This design comes from an exercise in tuning for small area, a short achievable clock period and few clock cycles on the open sky130 flow, not from production work. In this exercise RTL edits were held to simulation tests only and were not proved equivalent to the original. Power figures rest on the tool's default switching activity, not on a simulated workload.

### flow/config.mk
export PLATFORM = sky130hd
export DESIGN_NAME = char_draw_top
export DESIGN_NICKNAME = char_draw_top
export VERILOG_FILES = /design/flow/design.v
export SDC_FILE = /design/flow/constraint.sdc
export NUM_CORES = 4
export LEC_CHECK = 0
export CAP_MARGIN = 20
export CORE_MARGIN = 2
export CORE_UTILIZATION = 40
export SLEW_MARGIN = 20
export SYNTH_MEMORY_MAX_BITS = 16384
### flow/constraint.sdc
create_clock -name core_clock -period 5.0 [get_ports {clk}]
set_input_delay 1.0000 -clock core_clock [delete_from_list [all_inputs] [get_ports {clk}]]
set_output_delay 1.0000 -clock core_clock [all_outputs]
set_load 0.01 [all_outputs]
### flow/design.v
`timescale 1ns/1ps
package char_draw_pkg;
    localparam int GLYPH_COLS = 5;
    localparam int GLYPH_ROWS = 9;
    localparam int BOX_COLS = GLYPH_COLS + 1;
    localparam int BOX_ROWS = GLYPH_ROWS + 1;
    typedef logic [9:0]  pixel_x_t;       
    typedef logic [8:0]  pixel_y_t;       
    typedef logic [18:0] vga_addr_t;      
    typedef logic [7:0]  color_id_t;      
    typedef logic [7:0]  char_code_t;
    typedef logic [3:0]  glyph_size_t;    
    typedef logic [GLYPH_COLS-1:0] glyph_row_t;
    typedef logic [GLYPH_ROWS*GLYPH_COLS-1:0] glyph_bitmap_t;
    typedef enum logic [1:0] {
        MODE_PLACE    = 2'd0,    
        MODE_STYLE    = 2'd1,    
        MODE_FULL     = 2'd2,
        MODE_FULL_ALT = 2'd3
    } cmd_mode_e;
endpackage
`timescale 1ns/1ps
`timescale 1ns/1ps
module glyph_rom (
    input  logic [7:0] char_code,
    input  logic [3:0] row,
    output logic [4:0] bits
);
    logic [44:0] bitmap;
    always_comb begin
        case (char_code)
            8'h30: bitmap = 45'b01110_10001_10001_10001_10001_10001_10001_10001_01110;   
            8'h31: bitmap = 45'b00100_01100_00100_00100_00100_00100_00100_00100_01110;   
            8'h32: bitmap = 45'b01110_10001_10001_00001_00010_00100_01000_10000_11111;   
            8'h33: bitmap = 45'b01110_10001_10001_00001_00110_00001_10001_10001_01110;   
            8'h34: bitmap = 45'b00010_00110_00110_01010_01010_10010_11111_00010_00010;   
            8'h35: bitmap = 45'b11111_10000_10000_11110_10001_00001_00001_10001_01110;   
            8'h36: bitmap = 45'b00110_01000_10000_11110_10001_10001_10001_10001_01110;   
            8'h37: bitmap = 45'b11111_10001_00001_00010_00010_00010_00100_00100_00100;   
            8'h38: bitmap = 45'b01110_10001_10001_10001_01110_10001_10001_10001_01110;   
            8'h39: bitmap = 45'b01110_10001_10001_10001_01111_00001_00001_00010_01100;   
            8'h3A: bitmap = 45'b00000_00000_00100_00000_00000_00000_00000_00100_00000;   
            8'h41: bitmap = 45'b00100_01010_10001_10001_11111_10001_10001_10001_10001;   
            8'h43: bitmap = 45'b01110_10001_10000_10000_10000_10000_10000_10001_01110;   
            8'h44: bitmap = 45'b11110_10001_10001_10001_10001_10001_10001_10001_11110;   
            8'h45: bitmap = 45'b11111_10000_10000_10000_11111_10000_10000_10000_11111;   
            8'h47: bitmap = 45'b01110_10001_10000_10000_10000_10111_10001_10011_01101;   
            8'h49: bitmap = 45'b01110_00100_00100_00100_00100_00100_00100_00100_01110;   
            8'h4B: bitmap = 45'b10001_10010_10100_11000_11000_10100_10010_10001_10001;   
            8'h4C: bitmap = 45'b10000_10000_10000_10000_10000_10000_10000_10000_11111;   
            8'h4D: bitmap = 45'b10001_11011_10101_10001_10001_10001_10001_10001_10001;   
            8'h4E: bitmap = 45'b10001_11001_10101_10011_10001_10001_10001_10001_10001;   
            8'h4F: bitmap = 45'b01110_10001_10001_10001_10001_10001_10001_10001_01110;   
            8'h50: bitmap = 45'b11110_10001_10001_10001_11110_10000_10000_10000_10000;   
            8'h52: bitmap = 45'b11110_10001_10001_10001_11110_10100_10010_10001_10001;   
            8'h53: bitmap = 45'b01110_10001_10000_11000_01110_00011_00001_10001_01110;   
            8'h54: bitmap = 45'b11111_00100_00100_00100_00100_00100_00100_00100_00100;   
            8'h56: bitmap = 45'b10001_10001_10001_10001_10001_10001_10001_01010_00100;   
            8'h59: bitmap = 45'b10001_10001_01010_01010_00100_00100_00100_00100_00100;   
            default: bitmap = 45'b00000_00000_00000_00000_00000_00000_00000_00000_01111;
        endcase
        case (row)
            4'd1: bits = bitmap[44:40];
            4'd2: bits = bitmap[39:35];
            4'd3: bits = bitmap[34:30];
            4'd4: bits = bitmap[29:25];
            4'd5: bits = bitmap[24:20];
            4'd6: bits = bitmap[19:15];
            4'd7: bits = bitmap[14:10];
            4'd8: bits = bitmap[9:5];
            4'd9: bits = bitmap[4:0];
            default: bits = 5'b00000;
        endcase
    end
endmodule
`timescale 1ns/1ps
`timescale 1ns/1ps
`timescale 1ns/1ps
`timescale 1ns/1ps
module char_draw_top #(
    parameter int SCREEN_W = 640,
    parameter int SCREEN_H = 480
) (
    input  logic                       clk,
    input  logic                       rst,
    input  char_draw_pkg::pixel_x_t    x,
    input  char_draw_pkg::pixel_y_t    y,
    input  char_draw_pkg::char_code_t  code,
    input  char_draw_pkg::glyph_size_t size,
    input  logic [1:0]                 mode,
    input  char_draw_pkg::color_id_t   idata_fg,
    input  char_draw_pkg::color_id_t   idata_bg,
    input  logic                       idata_vld,
    output logic                       odone,
    output char_draw_pkg::vga_addr_t   oaddr,
    output char_draw_pkg::color_id_t   odata,
    output logic                       owren
);
    char_draw_pkg::pixel_x_t      origin_x;
    char_draw_pkg::pixel_y_t      origin_y;
    char_draw_pkg::char_code_t    char_code;
    char_draw_pkg::glyph_size_t   glyph_size;
    char_draw_pkg::color_id_t     fg_color;
    char_draw_pkg::color_id_t     bg_color;
    logic        busy;        
    logic        init;        
    logic        scan_vld;    
    logic [11:0] nb_hi;       
    logic [3:0]  sx;          
    logic [2:0]  col;         
    logic [3:0]  sy;          
    logic [3:0]  crn;         
    logic [4:0]  grow;        
    logic [4:0]  gnext;       
    logic        s_rowstart;  
    logic        s_bit;       
    logic [4:0]  rom_bits;
    logic        accept;
    logic        row_end;
    logic        last_pix;
    assign accept   = idata_vld && !busy;
    assign row_end  = (col == 3'd5) && (sx == 4'd0);
    assign last_pix = row_end && (sy == 4'd0) && (crn == 4'd10);
    always_ff @(posedge clk) begin
        if (rst) begin
            origin_x  <= '0;
            origin_y  <= '0;
            char_code <= '0;
        end else if (accept && mode != 2'd1) begin
            origin_x  <= x;
            origin_y  <= y;
            char_code <= code;
        end
    end
    always_ff @(posedge clk) begin
        if (!busy) begin
            glyph_size <= size;
            fg_color   <= idata_fg;
            bg_color   <= idata_bg;
        end
    end
    always_ff @(posedge clk) begin
        if (rst) begin
            busy     <= 1'b0;
            init     <= 1'b0;
            scan_vld <= 1'b0;
            owren    <= 1'b0;
            odone    <= 1'b0;
        end else begin
            init  <= accept && mode != 2'd0;
            owren <= scan_vld;
            odone <= scan_vld && last_pix;
            if (accept && mode != 2'd0)
                busy <= 1'b1;
            else if (scan_vld && last_pix)
                busy <= 1'b0;
            if (init)
                scan_vld <= 1'b1;
            else if (last_pix)
                scan_vld <= 1'b0;
        end
    end
    glyph_rom u_glyph_rom (
        .char_code (char_code),
        .row       (crn),
        .bits      (rom_bits)
    );
    always_ff @(posedge clk) begin
        gnext <= rom_bits;
        if (init) begin
            sx         <= glyph_size;
            col        <= 3'd0;
            sy         <= glyph_size;
            crn        <= 4'd1;
            grow       <= 5'd0;
            s_rowstart <= 1'b1;
            s_bit      <= 1'b0;
        end else begin
            s_rowstart <= row_end;
            if (sx == 4'd0) begin
                sx <= glyph_size;
                if (row_end) begin
                    col   <= 3'd0;
                    s_bit <= 1'b0;
                    if (sy == 4'd0) begin
                        sy   <= glyph_size;
                        crn  <= crn + 4'd1;
                        grow <= gnext;
                    end else begin
                        sy <= sy - 4'd1;
                    end
                end else begin
                    col   <= col + 3'd1;
                    s_bit <= grow[3'd4 - col];
                end
            end else begin
                sx <= sx - 4'd1;
            end
        end
    end
    always_ff @(posedge clk) begin
        if (init)
            nb_hi <= 12'(origin_y) * 12'd5 + 12'(origin_x[9:7]);
        else if (scan_vld && s_rowstart)
            nb_hi <= nb_hi + 12'd5;
        if (s_rowstart)
            oaddr <= {nb_hi, origin_x[6:0]};
        else
            oaddr <= oaddr + 19'd1;
        odata <= s_bit ? fg_color : bg_color;
    end
endmodule
### flow/run.sh
#!/bin/bash
# synth_recipe.tcl (not shown) runs the flow's synth.tcl, then flattens the netlist and writes it again
# the make line also repeats each setting of config.mk as NAME=value (left out here)
make -C /OpenROAD-flow-scripts/flow DESIGN_CONFIG=/design/flow/config.mk WORK_HOME=/design/flow/orfs CLKGATE_MAP_FILE= SYNTH_SCRIPT=/design/flow/synth_recipe.tcl finish
==> notes.md <==
## routing by layer
layer	vias to the layer above	track usage, %	wire length (um)
met3	53	2.85	1160
met4	0	9.48	744
li1	3531	-	-
met1	3336	27.4	10300
met5	-	0	0
met2	239	31.6	9970
## layout by cell type (no fill, tap or decap), types with 15 or more instances in the layout
cell type        synthesis  routed
nand3_1                 25      25
xor2_1                  20      20
nor3_1                  17      17
a21oi_1                 80      80
clkdlybuf4s50_1          0      80
mux2i_1                 15      15
nand2_1                114     114
edfxtp_1                36      36
mux2_2                  15      15
nor2b_1                 15      15
clkbuf_16                0      17
ha_1                    47      47
o22ai_1                 16      16
inv_1                   29      29
o21ai_1                 16      16
o21ai_0                 58      58
dfxtp_1                126     126
xnor2_1                 21      21
nor2_1                  57      56
## critical path, delay by kind of cell
kind                       cells  cell delay, ps
and+or+nand+nor                2             670
buffers and inverters          2             710
adders and majority gates      1             440
AOI/OAI and AO/OA              5            1510
## cell type report
type	instances	area, um2
tap	275	344
timing repair buffer	91	883
inverter	34	128
sequential	162	3600
clock inverter	15	186
fill	2054	10900
multi-input combinational	693	4550
clock buffer	17	425
## where the power goes
group          total [mW]  leakage, nW  switching, mW  internal [mW]
Combinational       0.681         2.14          0.351          0.330
Sequential           1.59         1.38          0.114           1.47
Clock                1.32        0.297          0.602          0.722
## cell families after synthesis
logic type / Yosys count / share of synthesized area (%)
AOI/OAI and AO/OA: 288 / 21.8
and+or+nand+nor: 285 / 16.2
DFF: 162 / 42.2
buffers and inverters: 89 / 4.56
adders and majority gates: 48 / 7.12
xor gates and xnor gates: 41 / 4.20
muxes: 31 / 4.00
## per-stage QoR
step	worst slack (ps)	cell area (um2)	power (mW)	hold WS, ps
after floorplan	1830	8540	2.03	425
after global placement	861	9510	2.29	445
after detailed placement	677	9510	2.29	449
after CTS	1110	10100	3.62	458
after global routing	842	10100	3.77	479
final	975	10100	3.59	454
## worst paths after layout
kind                       startpoint                to  slack, ps  cells past startpoint
max                           mode[1]         flip-flop        980                     10
min          origin_x[0]$_SDFFE_PP0N_  oaddr[0]$_DFF_P_        450                      2
max reg2reg         busy$_SDFFE_PP0P_         flip-flop       1720                      9
min reg2reg  origin_x[0]$_SDFFE_PP0N_  oaddr[0]$_DFF_P_        450                      2
==> run_results.csv <==
group,metric,value,unit
pwr,ir_worst_vdd,0.187,mV
detailed_routing,wl_per_cell,17.3,um
grt,grt_pass1_vias,6784,
sta,tns,0,ps
finish,syn2layout_area_growth,18.5,%
synth,yosys.area.top_type,"dfxtp_1",
outcome,outcome,"no timing/DRC/antenna violations",
sta,max_clock_freq,248,MHz
floorplanning,dieWidth,150,um
synth,netlist_area,8540,um2
synth,async_flop_share,0,%
hold_path,hold_class,"flip-flop to flip-flop",
sta,fin_crit_sh,80.5,%
grt,grt_pass1_wl,35800,um
synth,synthCells,944,
synth,synthFlopType,"dfxtp_1",
sta,rsz0062_at_grt,"false",
floorplanning,io_pins,81,
place,port-buffer-count,80,
synth,syn-mean-instance-area,9.05,um2
pwr,power_density,355,nW/um2
finish,fin_nets,1099,
cts,clockRootBuffer,"clkbuf_16",
cts,cts_resized,0,
synth,yosys_warnings,2,
floorplanning,fp.dieH,150,um
setup_path,worstPathArrival,4350,ps
floorplanning,placementRows,53,
synth,yosysTopAreaCellShare,29.5,%
place,routabilityCongestion,0.953,
floorplanning,start_util,40.6,%
cts,cts_hold_buf,0,
setup_path,worstPathMaxFanout,13,
finish,n_antenna_cell,0,
grt,grt.total_usage,20.1,%
setup_path,cp-start-kind,"input pin",
grt,grt_max_degree,38,
place,dpl.cell_count,1255,
sta,setup_viol,0,
synth,synth_area_leaders,"dfxtp_1, edfxtp_1, ha_1, nand2_1, a21oi_1",
detailed_routing,wl,22200,um
detailed_routing,vias,7159,
flow_run,cap_violations,0,
sta,worst_slew_pin_slew,981,ps
sta,fin_worst_skew,10.3,ps
detailed_routing,dr.pass1.iters,5,
pwr,leakage,3.82,nW
sta,min_period,4020,ps
grt,antenna_found_initial,0,
synth,ys_ff_latch,162,
synth,yosysSeqAreaShare,42.2,%
setup_path,max_stage_delay,550,ps
synth,syn_nets,1044,
detailed_routing,ant_nets,0,
cts,numClockSinks,162,
sta,finalHoldViolCount,0,
floorplanning,core,21000,um2
detailed_routing,drc,0,
setup_path,required,5320,ps
detailed_routing,dr.first_iter.drc_count,782,
synth,synth_edf_count,36,
cts,cts_tree,"done",
synth,synth_common_cells,"dfxtp_1, nand2_1, a21oi_1",
finish,drive_above_1_share,8.79,%
cts,cts_setup_buffers,0,
cts,cts_buffers,17,
place,place_hpwl,16000,um
floorplanning,die_area,22500,um2
grt,gr-total-overflow,0,
cts,clk_pin_slew,70,ps
synth,synth.most_common_cell,"dfxtp_1",
finish,fin_util,48.1,%
synth,synth_cell_types,85,
finish,layoutNonFillerInstCount,1287,
setup_path,end_kind,"flip-flop",
cts,h-tree-depth,4,
cts,worstSkewPairLatency,420,ps
setup_path,path_cells,"clkdlybuf4s50_1 > nand2b_1 > nand3_1 > a21oi_1 > inv_1 > ha_1 > o21a_1 > o31ai_2 > a221oi_1 > o32ai_1",
cts,clockBufferDepth,2,
setup_path,path_class,"input pin to flip-flop",
detailed_routing,avgViaCountPerCell,5.56,
sta,slew_headroom,34.4,%
setup_path,slowest_stage,"a21oi_1",
sta,finalMaxSlewViolations,0,
Testbench counts, summed over its fixed seeds: cycles 175,036.

[separate check: timing with driven ports]
No port has a modelled driver above. Below, the same layout with a new extraction and two added sets of constraints. Step 1 assumes that a clkbuf_16 drives the clock port and a buf_2 every other input. Step 2 moves the port delays by t, midway between the first and last clock arrival at a register: inputs arrive t later, outputs are due t later. That takes back most of the time a late clock gives input paths. Slacks: ideal ports / drivers / drivers and shift; pairs: ideal ports / drivers.
shift t [ns]: 0.462
slack for setup (ns): 0.975 / 0.996 / 0.534
cell pins on the clock port's net: 1
After both steps setup and hold are still met in this run. For this run, drivers alone change the setup slack by +0.021 ns; drivers and shift together by -0.441 ns.
